This design comes from an exercise in tuning for small area, a short achievable clock period and few clock cycles per item on the open sky130 flow, not from production work.
RTL that was checked went through simulation tests only; none was proved equivalent to the original.
Power is estimated from default activity; no workload was simulated.

Design tree_group_shrink_top, start of the top module:
module tree_group_shrink_top (
  input  wire logic        clk_i,
  input  wire logic        rst_ni,
  input  wire logic        start,
  output logic             busy,
  input  wire logic [99:0] in_word_i,
  input  wire logic        cfg_valid_i,
  output logic             cfg_ready_o,
  input  wire logic [6:0]  cfg_data_i,
  output logic             out_valid_o,
  output logic [40:0]      out_word_o
);
Settings: LEC_CHECK=0, CAP_MARGIN=30, CORE_MARGIN=2, CORE_UTILIZATION=52, CTS_CLUSTER_DIAMETER=180, CTS_CLUSTER_SIZE=16, PLACE_DENSITY=0.58, SLEW_MARGIN=30; clock period 18.0 ns.
standard.sh (not shown) runs the stock make flow with config.mk's settings and CLKGATE_MAP_FILE= SYNTH_SCRIPT=/design/flow/synth_recipe.tcl, a recipe that flattens the netlist after the stock synthesis.
==> flow/flow/run.sh <==
#!/bin/bash
# Layout flow: the standard flow (standard.sh: ORFS synthesis through finish, then the final
# DEF), with the timing repair steps asked to keep this much setup slack on the design's own
# clock, so that they keep working on paths well inside the clock period.
set -euo pipefail
export SETUP_SLACK_MARGIN=12.75
bash standard.sh > standard_flow.log 2>&1
The starting point completed without violations.
Testbench counts at the start, summed over its fixed seeds: cycles 18,360, runs 96.
Rerun with:
--- a/flow/flow/run.sh
+++ b/flow/flow/run.sh
@@ -6 +6 @@
-export SETUP_SLACK_MARGIN=12.75
+export SETUP_SLACK_MARGIN=12.5
Count of clock-buffer cells in the layout fell by 9. Maximum frequency is lower by 1.7%. Setup slack loses 0.095 ns. Area after synthesis stays the same. Utilization falls by 0.25 points. Combinational power shrinks by about 1%.
Rerun with:
--- a/flow/flow/run.sh
+++ b/flow/flow/run.sh
@@ -6 +6 @@
-export SETUP_SLACK_MARGIN=12.5
+export SETUP_SLACK_MARGIN=13.0
After rerunning:
- The new run completed with no timing, DRC or antenna violations
- clock-buffer cell count increases by 11
- synthesized area does not change
- cell area went up slightly
- hold slack improves by 0.019 ns


Setup of the reference run:
tree_group_shrink_top, a different RTL version from the one above (not shown whole).
For scale: about 10000 flip-flops, about 160 I/O pins, ~490000 um^2 of cells after synthesis.
// tree_group_shrink_top
module tree_group_shrink_top (
  input  wire logic        clk_i,
  input  wire logic        rst_ni,
  input  wire logic        start,
  output logic             busy,
  input  wire logic [99:0] in_word_i,
  input  wire logic        cfg_valid_i,
  output logic             cfg_ready_o,
  input  wire logic [6:0]  cfg_data_i,
  output logic             out_valid_o,
  output logic [40:0]      out_word_o
);
==> flow/config.mk <==
export PLATFORM = sky130hd
export DESIGN_NAME = tree_group_shrink_top
export DESIGN_NICKNAME = tree_group_shrink_top
export VERILOG_FILES = /design/flow/design.v
export SDC_FILE = /design/flow/constraint.sdc
export NUM_CORES = 8
export LEC_CHECK = 0
export CAP_MARGIN = 20
export CORE_MARGIN = 2
export CORE_UTILIZATION = 45
export CTS_CLUSTER_DIAMETER = 180
export CTS_CLUSTER_SIZE = 16
export PLACE_DENSITY = 0.5
export SLEW_MARGIN = 20
==> flow/constraint.sdc <==
create_clock -name core_clock -period 18.0 [get_ports {clk_i}]
set_input_delay 3.6000 -clock core_clock [delete_from_list [all_inputs] [get_ports {clk_i}]]
set_output_delay 3.6000 -clock core_clock [all_outputs]
set_load 0.01 [all_outputs]
==> flow/flow/run.sh <==
#!/bin/bash
# Layout flow: the standard flow (standard.sh: ORFS synthesis through finish, then the final
# DEF), with the timing repair steps asked to keep this much setup slack on the design's own
# clock, so that they keep working on paths well inside the clock period.
set -euo pipefail
export SETUP_SLACK_MARGIN=12.5
bash standard.sh > standard_flow.log 2>&1
The reference run has completed all stages; timing, DRC and antenna checks passed.
Testbench counts of the reference run, summed over its fixed seeds: cycles 18,662, runs 96.
--- input diff the reference run..the trial run ---
Settings: PLACE_DENSITY: 0.5 -> 0.58; CORE_UTILIZATION: 45 -> 52.
==> comparison <==
The trial run finished every step from synthesis to the final layout, and the layout passed the timing, design-rule and antenna checks. Changes observed in the trial run relative to the reference run: fraction of area in clock buffers and inverters essentially unchanged; total power down 1.8%; die height decreased 73 um. In the flow results for the trial run and the reference run, the total die area is smaller on the trial run. In the trial run the starting density of the core turned out 7.0 points higher than in the reference run. When the trial run is measured against the reference run, its highest ir drop seen on vdd turns out about 46% higher. Detailed-route vias per instance delta for the trial run relative to the reference run: 0.29 higher. Compared with the reference run, the trial run shows a lower number of tap cells added at floorplan. Measured against each other, the trial run and the reference run differ in path length in cells of the critical path, the lower figure coming from the trial run.


run 1:
tree_group_shrink_top, a different RTL version from the one above (not shown whole).
Size in the first run: about 36000 cells after synthesis, ~10000 flip-flops, roughly 160 I/O pins, roughly 0.48 mm² of cells after synthesis.
// tree_group_shrink_top
module tree_group_shrink_top (
  input  wire logic        clk_i,
  input  wire logic        rst_ni,
  input  wire logic        start,
  output logic             busy,
  input  wire logic [99:0] in_word_i,
  input  wire logic        cfg_valid_i,
  output logic             cfg_ready_o,
  input  wire logic [6:0]  cfg_data_i,
  output logic             out_valid_o,
  output logic [40:0]      out_word_o
);
clock: 18.0 ns
lec_check: 0
cap_margin: 20
core_margin: 2
core_utilization: 52
cts_cluster_diameter: 180
cts_cluster_size: 16
place_density: 0.58
slew_margin: 20
Scripts as last shown in full above: flow/flow/run.sh
Complete run, failing final checks: run 1, reason capacitance limit.
Testbench counts of run 1, summed over its fixed seeds: cycles 18,355, runs 96.
#### Input delta (run 2 over run 1)
Settings: a change of PLACE_DENSITY from 0.58 to 0.64; a change of CORE_UTILIZATION from 52 to 58.
==> comparison <==
- Of run 2 and run 1, only run 2 finishes the flow clean.
- [flow] run 1 | stages: complete | final checks: fail | reason: capacitance limit
- Run 2 vs. run 1: pre-CTS worst setup slack moved up, maximum cell stage delay along the critical path moved up, worst hold slack moved down, routed wire length moved down.
- Die footprint came out lower on run 2 than on run 1.
- Cmp run 2 vs run 1: global-route wire length before repair lower in run 2
- Run 2 ends up with a max-cap violation count that is 1 lower than in run 1.


## harbor
tree_group_shrink_top, a different RTL version from the one above (not shown whole).
Size: ~36,000 cells after synthesis, roughly 10,000 flip-flops, roughly 160 I/O pins, about 490,000 µm² of cells after synthesis.
Settings: LEC_CHECK=0, CAP_MARGIN=20, CORE_MARGIN=2, CORE_UTILIZATION=45, CTS_CLUSTER_DIAMETER=180, CTS_CLUSTER_SIZE=16, PLACE_DENSITY=0.5, SLEW_MARGIN=20; clock period 18.0 ns.
Scripts as last shown in full above: flow/flow/run.sh
harbor: no failed stages, no open violations at the end
For violet, these inputs were changed with respect to harbor:
diff --git a/flow/flow/run.sh b/flow/flow/run.sh
--- a/flow/flow/run.sh
+++ b/flow/flow/run.sh
@@ -5,3 +5,3 @@
 set -euo pipefail
-export SETUP_SLACK_MARGIN=12.5
+export SETUP_SLACK_MARGIN=13.0
 bash standard.sh > standard_flow.log 2>&1
==> run notes <==
- Completing all stages was not enough for violet: its layout failed the final checks because of max-capacitance violations, max-slew violations.
- Post-cts sizing count was higher in the run labelled violet.
- Compared to harbor, violet has final clock period utilization by the worst path 0.55 points lower.
- Critical path depth (violet over harbor): increase, 7
- violet vs harbor: global routing usage on met2 up
- Summary of violet over harbor: highest clock rate went up by 3.1 MHz, global-route usage went up by 0.69 points.
- | utilization | higher: violet |
Function was not checked in any run of this note: the RTL went through the layout flow alone.

[afterwards: timing with drivers on the ports]
Ports are ideal in the flow. The routed layouts listed here were re-timed in OpenROAD. Step 1 (the two cells are an assumption about what drives the block):
set clk [get_ports {clk_i}]
set_driving_cell -lib_cell sky130_fd_sc_hd__clkbuf_16 $clk
set_driving_cell -lib_cell sky130_fd_sc_hd__buf_2 [delete_from_list [all_inputs] $clk]
Step 2 moves the port delays by t, midway between the first and last clock arrival at a register: inputs arrive t later, outputs are due t later. That takes back most of the time a late clock gives input paths. Slacks: ideal / step 1 / step 2; pairs: ideal / step 1.
run	t, ns	setup WS [ns]	latest minus earliest clock arrival (ns)
the first run of note 1	1.308	12.445 / 12.256 / 12.140	0.179 / 0.178
the second run of note 1	1.256	12.350 / 12.265 / 12.350	0.151 / 0.151
the third run of note 1	1.267	12.417 / 12.261 / 12.297	0.191 / 0.190
the reference run	1.363	12.407 / 12.238 / 11.858	0.143 / 0.142
the trial run	1.292	12.289 / 12.282 / 12.289	0.157 / 0.157
run 1	1.300	10.049 / 10.049 / 10.049	0.165 / 0.165
run 2	1.353	9.979 / 9.979 / 9.979	0.175 / 0.175
harbor	1.341	12.342 / 12.252 / 12.092	0.181 / 0.181
violet	1.385	12.441 / 12.319 / 12.082	0.202 / 0.203
The setup slack of the reference run, which loses most, moves by -0.169 ns with the drivers and by -0.549 ns with both steps. The worst setup slack also covers recovery checks on asynchronous resets.
